Background: an optimization exercise with open tools, aiming at small area and few clock cycles. Do not read the settings as production practice.
The RTL was checked by simulation tests, not by an equivalence proof against the original design.
Power is estimated from default activity; no workload was simulated.

===== flow/run.sh =====
#!/bin/bash
# synth_recipe.tcl (not shown) runs the flow's synth.tcl, then flattens the netlist and writes it again
# the make line also repeats each setting of config.mk as NAME=value (left out here)
make -C /OpenROAD-flow-scripts/flow DESIGN_CONFIG=/design/flow/config.mk WORK_HOME=/design/flow/orfs CLKGATE_MAP_FILE= SYNTH_SCRIPT=/design/flow/synth_recipe.tcl finish

===== flow/config.mk =====
export PLATFORM = sky130hd
export DESIGN_NAME = axi_upsize_top
export DESIGN_NICKNAME = axi_upsize_top
export VERILOG_FILES = /design/flow/design.v
export SDC_FILE = /design/flow/constraint.sdc
export NUM_CORES = 4
export LEC_CHECK = 0
export CAP_MARGIN = 20
export CORE_MARGIN = 2
export CORE_UTILIZATION = 40
export SLEW_MARGIN = 20

===== flow/constraint.sdc =====
create_clock -name core_clock -period 4.0 [get_ports {m_axi_aclk}]
set_input_delay 0.8000 -clock core_clock [delete_from_list [all_inputs] [get_ports {m_axi_aclk}]]
set_output_delay 0.8000 -clock core_clock [all_outputs]
set_load 0.01 [all_outputs]

===== flow/design.v =====
`default_nettype none
package axi_upsize_pkg;
    localparam int addr_w = 32;
    localparam int id_w   = 4;
    localparam int len_w  = 8;
    localparam int size_w = 3;
    localparam int resp_w = 2;
    localparam int s_dw = 32;
    localparam int m_dw = 128;
    localparam int s_kw = s_dw / 8;
    localparam int m_kw = m_dw / 8;
    localparam int ratio      = m_dw / s_dw;
    localparam int ratio_log2 = $clog2(ratio);
    localparam int max_beats = 16;
    localparam int aw_fifo_w = addr_w + id_w + len_w + size_w;
    localparam int w_fifo_w  = 1 + m_kw + m_dw;
    localparam int b_fifo_w  = id_w + resp_w;
    typedef union packed {
        logic [m_dw-1:0]             word;
        logic [ratio-1:0][s_dw-1:0]  lane;
    } wide_word_t;
    typedef union packed {
        logic [m_kw-1:0]             word;
        logic [ratio-1:0][s_kw-1:0]  lane;
    } wide_strb_t;
endpackage
`default_nettype wire
`timescale 1ns/1ps
`default_nettype none
module sync_fifo #(
    parameter int width = 8,
    parameter int depth = 8
) (
    input  logic             m_axi_aclk,
    input  logic             s_axi_arst,
    input  logic             wen,
    input  logic [width-1:0] wdata,
    input  logic             ren,
    output logic [width-1:0] rdata,
    output logic             rvld,
    output logic             nempty,
    output logic             nafull
);
    localparam int ptr_w = (depth > 1) ? $clog2(depth) : 1;
    localparam int cnt_w = $clog2(depth + 1);
    localparam int afull_lvl = depth - 2;
    logic [width-1:0] mem [depth];
    logic [ptr_w-1:0] wptr;
    logic [ptr_w-1:0] rptr;
    logic [cnt_w-1:0] count;
    logic             push;
    logic             pop;
    function automatic logic [ptr_w-1:0] ptr_inc(input logic [ptr_w-1:0] p);
        ptr_inc = (p == ptr_w'(depth - 1)) ? '0 : p + 1'b1;
    endfunction
    assign push   = wen;
    assign pop    = ren & nempty;
    assign nempty = (count != '0);
    assign nafull = (count < cnt_w'(afull_lvl));
    always_ff @(posedge m_axi_aclk or posedge s_axi_arst) begin
        if (s_axi_arst) begin
            wptr  <= '0;
            rptr  <= '0;
            count <= '0;
            rvld  <= 1'b0;
        end else begin
            rvld <= pop;
            if (push) begin
                wptr <= ptr_inc(wptr);
            end
            if (pop) begin
                rptr <= ptr_inc(rptr);
            end
            case ({push, pop})
                2'b10:   count <= count + 1'b1;
                2'b01:   count <= count - 1'b1;
                default: count <= count;
            endcase
        end
    end
    always_ff @(posedge m_axi_aclk) begin
        if (push) begin
            mem[wptr] <= wdata;
        end
        if (pop) begin
            rdata <= mem[rptr];
        end
    end
endmodule
`default_nettype wire
`timescale 1ns/1ps
`default_nettype none
module aw_translate (
    input  logic                               m_axi_aclk,
    input  logic                               s_axi_arst,
    input  logic [axi_upsize_pkg::addr_w-1:0]  s_axi_awaddr,
    input  logic [axi_upsize_pkg::id_w-1:0]    s_axi_awid,
    input  logic [axi_upsize_pkg::len_w-1:0]   s_axi_awlen,
    input  logic [axi_upsize_pkg::size_w-1:0]  s_axi_awsize,
    input  logic                               s_axi_awvalid,
    output logic                               s_axi_awready,
    input  logic                               fifo_nafull,
    output logic                               fifo_wen,
    output logic [axi_upsize_pkg::aw_fifo_w-1:0] fifo_wdata
);
    localparam int len_w  = axi_upsize_pkg::len_w;
    localparam int size_w = axi_upsize_pkg::size_w;
    logic              aw_xfer;
    logic [len_w:0]    beats;
    logic [len_w:0]    wide_beats;
    logic [len_w-1:0]  wide_len;
    logic [size_w-1:0] wide_size;
    assign s_axi_awready = fifo_nafull;
    assign aw_xfer       = s_axi_awvalid & s_axi_awready;
    always_comb begin
        beats      = {1'b0, s_axi_awlen} + 1'b1;
        wide_beats = (beats + (len_w + 1)'(axi_upsize_pkg::ratio - 1))
                     >> axi_upsize_pkg::ratio_log2;
        wide_len   = len_w'(wide_beats - 1'b1);
        wide_size  = s_axi_awsize + size_w'(axi_upsize_pkg::ratio_log2);
    end
    always_ff @(posedge m_axi_aclk or posedge s_axi_arst) begin
        if (s_axi_arst) begin
            fifo_wen <= 1'b0;
        end else begin
            fifo_wen <= aw_xfer;
        end
    end
    always_ff @(posedge m_axi_aclk) begin
        if (aw_xfer) begin
            fifo_wdata <= {s_axi_awaddr, s_axi_awid, wide_len, wide_size};
        end
    end
endmodule
`default_nettype wire
`timescale 1ns/1ps
`default_nettype none
module w_packer (
    input  logic                              m_axi_aclk,
    input  logic                              s_axi_arst,
    input  logic [axi_upsize_pkg::s_dw-1:0]   s_axi_wdata,
    input  logic [axi_upsize_pkg::s_kw-1:0]   s_axi_wstrb,
    input  logic                              s_axi_wlast,
    input  logic                              s_axi_wvalid,
    output logic                              s_axi_wready,
    input  logic                              fifo_nafull,
    output logic                              fifo_wen,
    output logic [axi_upsize_pkg::w_fifo_w-1:0] fifo_wdata
);
    localparam int lane_w = axi_upsize_pkg::ratio_log2;
    localparam int m_kw   = axi_upsize_pkg::m_kw;
    axi_upsize_pkg::wide_word_t data_q;
    axi_upsize_pkg::wide_strb_t strb_q;
    logic                       last_q;
    logic [lane_w-1:0]          lane_cnt;
    logic                       w_xfer;
    logic                       last_lane;
    logic                       word_done;
    assign s_axi_wready = fifo_nafull;
    assign w_xfer       = s_axi_wvalid & s_axi_wready;
    assign last_lane    = (lane_cnt == lane_w'(axi_upsize_pkg::ratio - 1));
    assign word_done    = w_xfer & (s_axi_wlast | last_lane);
    always_ff @(posedge m_axi_aclk or posedge s_axi_arst) begin
        if (s_axi_arst) begin
            lane_cnt <= '0;
            fifo_wen <= 1'b0;
        end else begin
            fifo_wen <= word_done;
            if (word_done) begin
                lane_cnt <= '0;
            end else if (w_xfer) begin
                lane_cnt <= lane_cnt + 1'b1;
            end
        end
    end
    always_ff @(posedge m_axi_aclk) begin
        if (w_xfer) begin
            data_q.lane[lane_cnt] <= s_axi_wdata;
            if (lane_cnt == '0) begin
                strb_q.word <= m_kw'(s_axi_wstrb);
            end else begin
                strb_q.lane[lane_cnt] <= s_axi_wstrb;
            end
            last_q <= s_axi_wlast;
        end
    end
    assign fifo_wdata = {last_q, strb_q.word, data_q.word};
endmodule
`default_nettype wire
`timescale 1ns/1ps
`default_nettype none
module axi_out_slice #(
    parameter int width = 8
) (
    input  logic             m_axi_aclk,
    input  logic             s_axi_arst,
    input  logic             fifo_nempty,
    input  logic             fifo_rvld,
    input  logic [width-1:0] fifo_rdata,
    output logic             fifo_ren,
    output logic             out_valid,
    output logic [width-1:0] out_data,
    input  logic             out_ready
);
    assign fifo_ren = fifo_nempty & ~fifo_rvld & (~out_valid | out_ready);
    always_ff @(posedge m_axi_aclk or posedge s_axi_arst) begin
        if (s_axi_arst) begin
            out_valid <= 1'b0;
        end else if (fifo_rvld) begin
            out_valid <= 1'b1;
        end else if (out_ready) begin
            out_valid <= 1'b0;
        end
    end
    always_ff @(posedge m_axi_aclk) begin
        if (fifo_rvld) begin
            out_data <= fifo_rdata;
        end
    end
endmodule
`default_nettype wire
`timescale 1ns/1ps
`default_nettype none
module axi_upsize_top #(
    parameter int aw_depth = 8,
    parameter int w_depth  = 16,
    parameter int b_depth  = 8
) (
    input  logic                               m_axi_aclk,
    input  logic                               s_axi_arst,
    input  logic [axi_upsize_pkg::addr_w-1:0]  s_axi_awaddr,
    input  logic [axi_upsize_pkg::id_w-1:0]    s_axi_awid,
    input  logic [axi_upsize_pkg::len_w-1:0]   s_axi_awlen,
    input  logic [axi_upsize_pkg::size_w-1:0]  s_axi_awsize,
    input  logic                               s_axi_awvalid,
    output logic                               s_axi_awready,
    input  logic [axi_upsize_pkg::s_dw-1:0]    s_axi_wdata,
    input  logic [axi_upsize_pkg::s_kw-1:0]    s_axi_wstrb,
    input  logic                               s_axi_wlast,
    input  logic                               s_axi_wvalid,
    output logic                               s_axi_wready,
    output logic [axi_upsize_pkg::id_w-1:0]    s_axi_bid,
    output logic [axi_upsize_pkg::resp_w-1:0]  s_axi_bresp,
    output logic                               s_axi_bvalid,
    input  logic                               s_axi_bready,
    output logic [axi_upsize_pkg::addr_w-1:0]  m_axi_awaddr,
    output logic [axi_upsize_pkg::id_w-1:0]    m_axi_awid,
    output logic [axi_upsize_pkg::len_w-1:0]   m_axi_awlen,
    output logic [axi_upsize_pkg::size_w-1:0]  m_axi_awsize,
    output logic                               m_axi_awvalid,
    input  logic                               m_axi_awready,
    output logic [axi_upsize_pkg::m_dw-1:0]    m_axi_wdata,
    output logic [axi_upsize_pkg::m_kw-1:0]    m_axi_wstrb,
    output logic                               m_axi_wlast,
    output logic                               m_axi_wvalid,
    input  logic                               m_axi_wready,
    input  logic [axi_upsize_pkg::id_w-1:0]    m_axi_bid,
    input  logic [axi_upsize_pkg::resp_w-1:0]  m_axi_bresp,
    input  logic                               m_axi_bvalid,
    output logic                               m_axi_bready
);
    localparam int aw_w = axi_upsize_pkg::aw_fifo_w;
    localparam int w_w  = axi_upsize_pkg::w_fifo_w;
    localparam int b_w  = axi_upsize_pkg::b_fifo_w;
    logic            aw_wen, aw_ren, aw_rvld, aw_nempty, aw_nafull;
    logic [aw_w-1:0] aw_wdata, aw_rdata, aw_out_data;
    logic            w_wen, w_ren, w_rvld, w_nempty, w_nafull;
    logic [w_w-1:0]  w_wdata, w_rdata, w_out_data;
    logic            b_wen, b_ren, b_rvld, b_nempty, b_nafull;
    logic [b_w-1:0]  b_wdata, b_rdata, b_out_data;
    aw_translate i_aw_translate (
        .m_axi_aclk (m_axi_aclk), .s_axi_arst (s_axi_arst),
        .s_axi_awaddr (s_axi_awaddr), .s_axi_awid (s_axi_awid),
        .s_axi_awlen (s_axi_awlen), .s_axi_awsize (s_axi_awsize),
        .s_axi_awvalid (s_axi_awvalid), .s_axi_awready (s_axi_awready),
        .fifo_nafull (aw_nafull), .fifo_wen (aw_wen), .fifo_wdata (aw_wdata)
    );
    sync_fifo #(.width(aw_w), .depth(aw_depth)) i_aw_fifo (
        .m_axi_aclk (m_axi_aclk), .s_axi_arst (s_axi_arst),
        .wen (aw_wen), .wdata (aw_wdata), .ren (aw_ren), .rdata (aw_rdata),
        .rvld (aw_rvld), .nempty (aw_nempty), .nafull (aw_nafull)
    );
    axi_out_slice #(.width(aw_w)) i_aw_slice (
        .m_axi_aclk (m_axi_aclk), .s_axi_arst (s_axi_arst),
        .fifo_nempty (aw_nempty), .fifo_rvld (aw_rvld), .fifo_rdata (aw_rdata),
        .fifo_ren (aw_ren), .out_valid (m_axi_awvalid), .out_data (aw_out_data),
        .out_ready (m_axi_awready)
    );
    assign {m_axi_awaddr, m_axi_awid, m_axi_awlen, m_axi_awsize} = aw_out_data;
    w_packer i_w_packer (
        .m_axi_aclk (m_axi_aclk), .s_axi_arst (s_axi_arst),
        .s_axi_wdata (s_axi_wdata), .s_axi_wstrb (s_axi_wstrb),
        .s_axi_wlast (s_axi_wlast), .s_axi_wvalid (s_axi_wvalid),
        .s_axi_wready (s_axi_wready),
        .fifo_nafull (w_nafull), .fifo_wen (w_wen), .fifo_wdata (w_wdata)
    );
    sync_fifo #(.width(w_w), .depth(w_depth)) i_w_fifo (
        .m_axi_aclk (m_axi_aclk), .s_axi_arst (s_axi_arst),
        .wen (w_wen), .wdata (w_wdata), .ren (w_ren), .rdata (w_rdata),
        .rvld (w_rvld), .nempty (w_nempty), .nafull (w_nafull)
    );
    axi_out_slice #(.width(w_w)) i_w_slice (
        .m_axi_aclk (m_axi_aclk), .s_axi_arst (s_axi_arst),
        .fifo_nempty (w_nempty), .fifo_rvld (w_rvld), .fifo_rdata (w_rdata),
        .fifo_ren (w_ren), .out_valid (m_axi_wvalid), .out_data (w_out_data),
        .out_ready (m_axi_wready)
    );
    assign {m_axi_wlast, m_axi_wstrb, m_axi_wdata} = w_out_data;
    assign m_axi_bready = b_nafull;
    assign b_wen        = m_axi_bvalid & m_axi_bready;
    assign b_wdata      = {m_axi_bid, m_axi_bresp};
    sync_fifo #(.width(b_w), .depth(b_depth)) i_b_fifo (
        .m_axi_aclk (m_axi_aclk), .s_axi_arst (s_axi_arst),
        .wen (b_wen), .wdata (b_wdata), .ren (b_ren), .rdata (b_rdata),
        .rvld (b_rvld), .nempty (b_nempty), .nafull (b_nafull)
    );
    axi_out_slice #(.width(b_w)) i_b_slice (
        .m_axi_aclk (m_axi_aclk), .s_axi_arst (s_axi_arst),
        .fifo_nempty (b_nempty), .fifo_rvld (b_rvld), .fifo_rdata (b_rdata),
        .fifo_ren (b_ren), .out_valid (s_axi_bvalid), .out_data (b_out_data),
        .out_ready (s_axi_bready)
    );
    assign {s_axi_bid, s_axi_bresp} = b_out_data;
endmodule
`default_nettype wire

==> flow_summary.toml <==
[run_status]
status = "timing/DRC/antenna clean"

[routing]
wl_per_cell_um = 28.3
route.vias.total = 61400
drc = 0
viasPerCell = 5.55
drt_wl_total_um = 314000
ant_nets = 0
drt-pass1-iter-count = 6
drtIter0Drc = 6529

[synthesis]
ys_warn_count = 8
ys_seq_elements = 3375
seq_area_frac_synth_pct = 79.9
yosys.area.top_type = "edfxtp_1"
yosysTopAreaCellShare_pct = 79.1
synth_cells = 6049
syn_area_per_cell_um2 = 20.9
synth_edf_count = 3332
synthTopCellsByCount = "edfxtp_1 (3,332), mux4_2 (541), nand2_1 (437)"
ys_top_cells_by_area = "edfxtp_1 (79%), mux4_2 (9.6%), mux2i_1 (2.3%)"
synth_ff_type = "edfxtp_1"
syn-num-nets = 6179
yosysMostFrequentCell = "edfxtp_1"
synth_cell_types = 42
synth-async-reset-ratio_pct = 1.27
netlist_area_mm2 = 0.127

[floorplan]
io_pins = 302
placementRows = 206
core_area_mm2 = 0.315
die_w_um = 566
design.die.area_mm2 = 0.321
die_h_um = 566
initial_core_util_pct = 40.2

[power]
p_total_mw = 110
netSwitchingPower_mw = 32.7
seq_power_share_pct = 46.9
swShare_pct = 29.8
internal_power_mw = 77.0
peakVddDrop_mv = 1.41
pwr-share-clk_pct = 29.0
power.density_mw_per_mm2 = 745
p_leak_nw = 47.8
p_comb_share_pct = 24.1

[cts]
clock_sinks = 3375
clkTransAtPathRegs_ns = 0.06
cts_setup_buffers = 0
tritoncts = "built"
cts_buffers = 345
clockBufferDepth = 4
insertion_delay_ns = 0.93
htreeDepth = 5
cts-root-buf = "clkbuf_16"
hold_buffers = 0
post_cts_resized = 0

[sta]
fmax_mhz = 326
slew_viol_final = 0
tightest_slew_ns = 1.16
setup_violations = 0
rsz0062_at_grt = "false"
skew_ns = 0.0684
timing.final.crit_share_pct = 76.6
setup_tns_ns = 0
finalCriticalPeriod_ns = 3.06
max_slew_margin_pct = 22.7
finalHoldViolations = 0

[cells_and_area]
finalNetCount = 6753
area_growth_pct = 16.5
fillers = 25800
fin_area_mm2 = 0.147
layout-drive-gt1-share_pct = 19.6

[grt]
grt_pass1_vias = 62200
grt_pass1_wl_um = 449000
antenna_found_initial = 28
gr-total-overflow = 0
grtUsageTotal_pct = 19.2
grt_max_degree = 97

[critical_path]
crit_buf_inv = 2
critPathCaptureType = "output pin"
path_class = "reg -> out"
crit_required_ns = 3.20
cp.arrival_ns = 2.26
crit_slowest_cell = "clkdlybuf4s50_1"
crit_chain = "a31oi_1 -> buf_4 -> clkdlybuf4s50_1"
critPathMaxFanout = 4
critPathLaunchType = "register"
crit_family = "buffers and inverters"
cpPeakStageDelay_ns = 0.55

[placed_design]
hpwl_um = 170000
place.port_buffers = 299
placed_cell_area_mm2 = 0.136
place_congestion = 0.744

[min_path]
hp-class = "in -> async"

[job]
drv_cap = 0
==> power groups by stage <==
stage / clock, mW / sequential, mW / combinational [mW]
2_1_floorplan: 0 / 49.9 / 16.5
3_3_place_gp: 0 / 51.9 / 26.7
3_5_place_dp: 0 / 52.2 / 26.9
4_1_cts: 32.4 / 51.5 / 27.0
5_1_grt: 33.7 / 52.1 / 28.5
6_report: 31.8 / 51.4 / 26.5
==> routing by layer <==
metal / routed length (um) / track usage, % / vias up
li1: - / - / 25700
met1: 132000 / 26.9 / 32900
met2: 151000 / 31.3 / 2377
met3: 23700 / 3.33 / 459
met4: 7080 / 4.89 / 28
met5: 174 / 0 / -
==> logic make-up (layout without fill, tap and decap cells) <==
kind of cell,after synthesis,after routing,synth area share [%]
adder cells (fa/ha/maj),32,32,0.334
AO/OA/AOI/OAI,470,470,2.40
AND/OR/NAND/NOR,814,814,2.97
multiplexers,897,897,12.5
flip-flops,3375,3375,79.9
XOR/XNOR,21,21,0.145
buffers and inverters,440,1296,1.71
other,0,9,0
==> area by class of cell <==
type,count,area (um^2),area share [%]
sequential,3375,101000,68.7
multi-input combinational,2234,23400,15.9
timing repair buffer,511,5770,3.92
tap,4160,5200,3.53
clock inverter,191,2050,1.39
clock buffer,438,9110,6.18
antenna,9,22.5,0.0153
inverter,156,602,0.409
==> state kept, by name, indices dropped and copies added (netlist names), 48 cells and up, named ones only <==
signal	cells
i_w_fifo.mem	2320
i_w_slice.out_data	145
i_w_fifo.rdata	145
i_b_fifo.mem	48
i_aw_fifo.mem	376
i_w_packer.data_q	128
==> placed cells by master (no fill, tap or decap), types with 8 or more instances in the layout <==
master / instances
o21ai_0: 200
a221oi_2: 9
nor2_1: 20
and2_4: 18
inv_1: 152
nor2_4: 8
and2_1: 146
diode_2: 9
nand3_1: 150
clkbuf_16: 349
bufinv_16: 34
clkinv_1: 65
nand2_1: 437
inv_6: 9
clkbuf_1: 85
a221oi_1: 136
mux2i_1: 294
clkinv_2: 52
buf_4: 117
edfxtp_1: 3332
o21ai_1: 90
a21oi_1: 10
ha_1: 28
dfrtp_1: 35
mux4_2: 541
clkdlybuf4s50_1: 298
xor2_1: 9
clkinvlp_4: 11
xnor2_1: 12
a22o_1: 12
mux2_2: 62
buf_12: 95
==> path summary, 6_finish.rpt <==
path,slack (ns),depth (start not counted),start,endpoint
worst max-delay path,0.94,3,i_w_fifo.count[2],s_axi_wready
worst min-delay path,0.37,2,s_axi_arst,i_b_fifo.rptr[2]
worst max register to register,0.96,5,i_w_fifo.rptr[0],i_w_fifo.rdata[46]
worst min register to register,0.40,0,i_aw_fifo.rdata[39],i_aw_slice.out_data[39]
max in group asynchronous,2.81,3,s_axi_arst,i_w_fifo.rptr[1]
min in group core_clock,0.40,0,i_aw_fifo.rdata[39],i_aw_slice.out_data[39]
==> per-stage QoR <==
| step | hold slack [ns] | setup slack [ns] | util [%] | instances |
|---|---|---|---|---|
| after floorplan | 0.400 | -11.28 | - | 6049 |
| after global placement | 0.401 | 0.461 | 43.3 | 10400 |
| after detailed placement | 0.405 | 0.474 | 43.3 | 10400 |
| after CTS | 0.377 | 0.870 | 46.8 | 11100 |
| after global routing | 0.389 | 0.763 | 46.8 | 11100 |
| final | 0.369 | 0.935 | 46.8 | 11100 |
Testbench counts, summed over its fixed seeds: cycles 2,960.

==> port drivers added, routing unchanged <==
No port has a modelled driver above. Below, the same layout with a new extraction and two added sets of constraints.
Step 1: set_driving_cell puts a clkbuf_16 on m_axi_aclk and a buf_2 on each other input, an assumption about the parent block.
Step 2 also shifts input and output timing later by t, the mid clock arrival at the registers, as if the neighbouring blocks saw the same clock.
a / b / c = ideal / step 1 / step 2; a / b = the first two.
t, ns: 0.989
setup WS [ns]: 0.935 / 0.838 / 0.545
worst slew at a driven data input, ns: 0.12
cell pins on the clock port's net: 1
After both steps this run still meets setup and hold. The setup slack of this run moves by -0.097 ns with the drivers and by -0.390 ns with both steps.
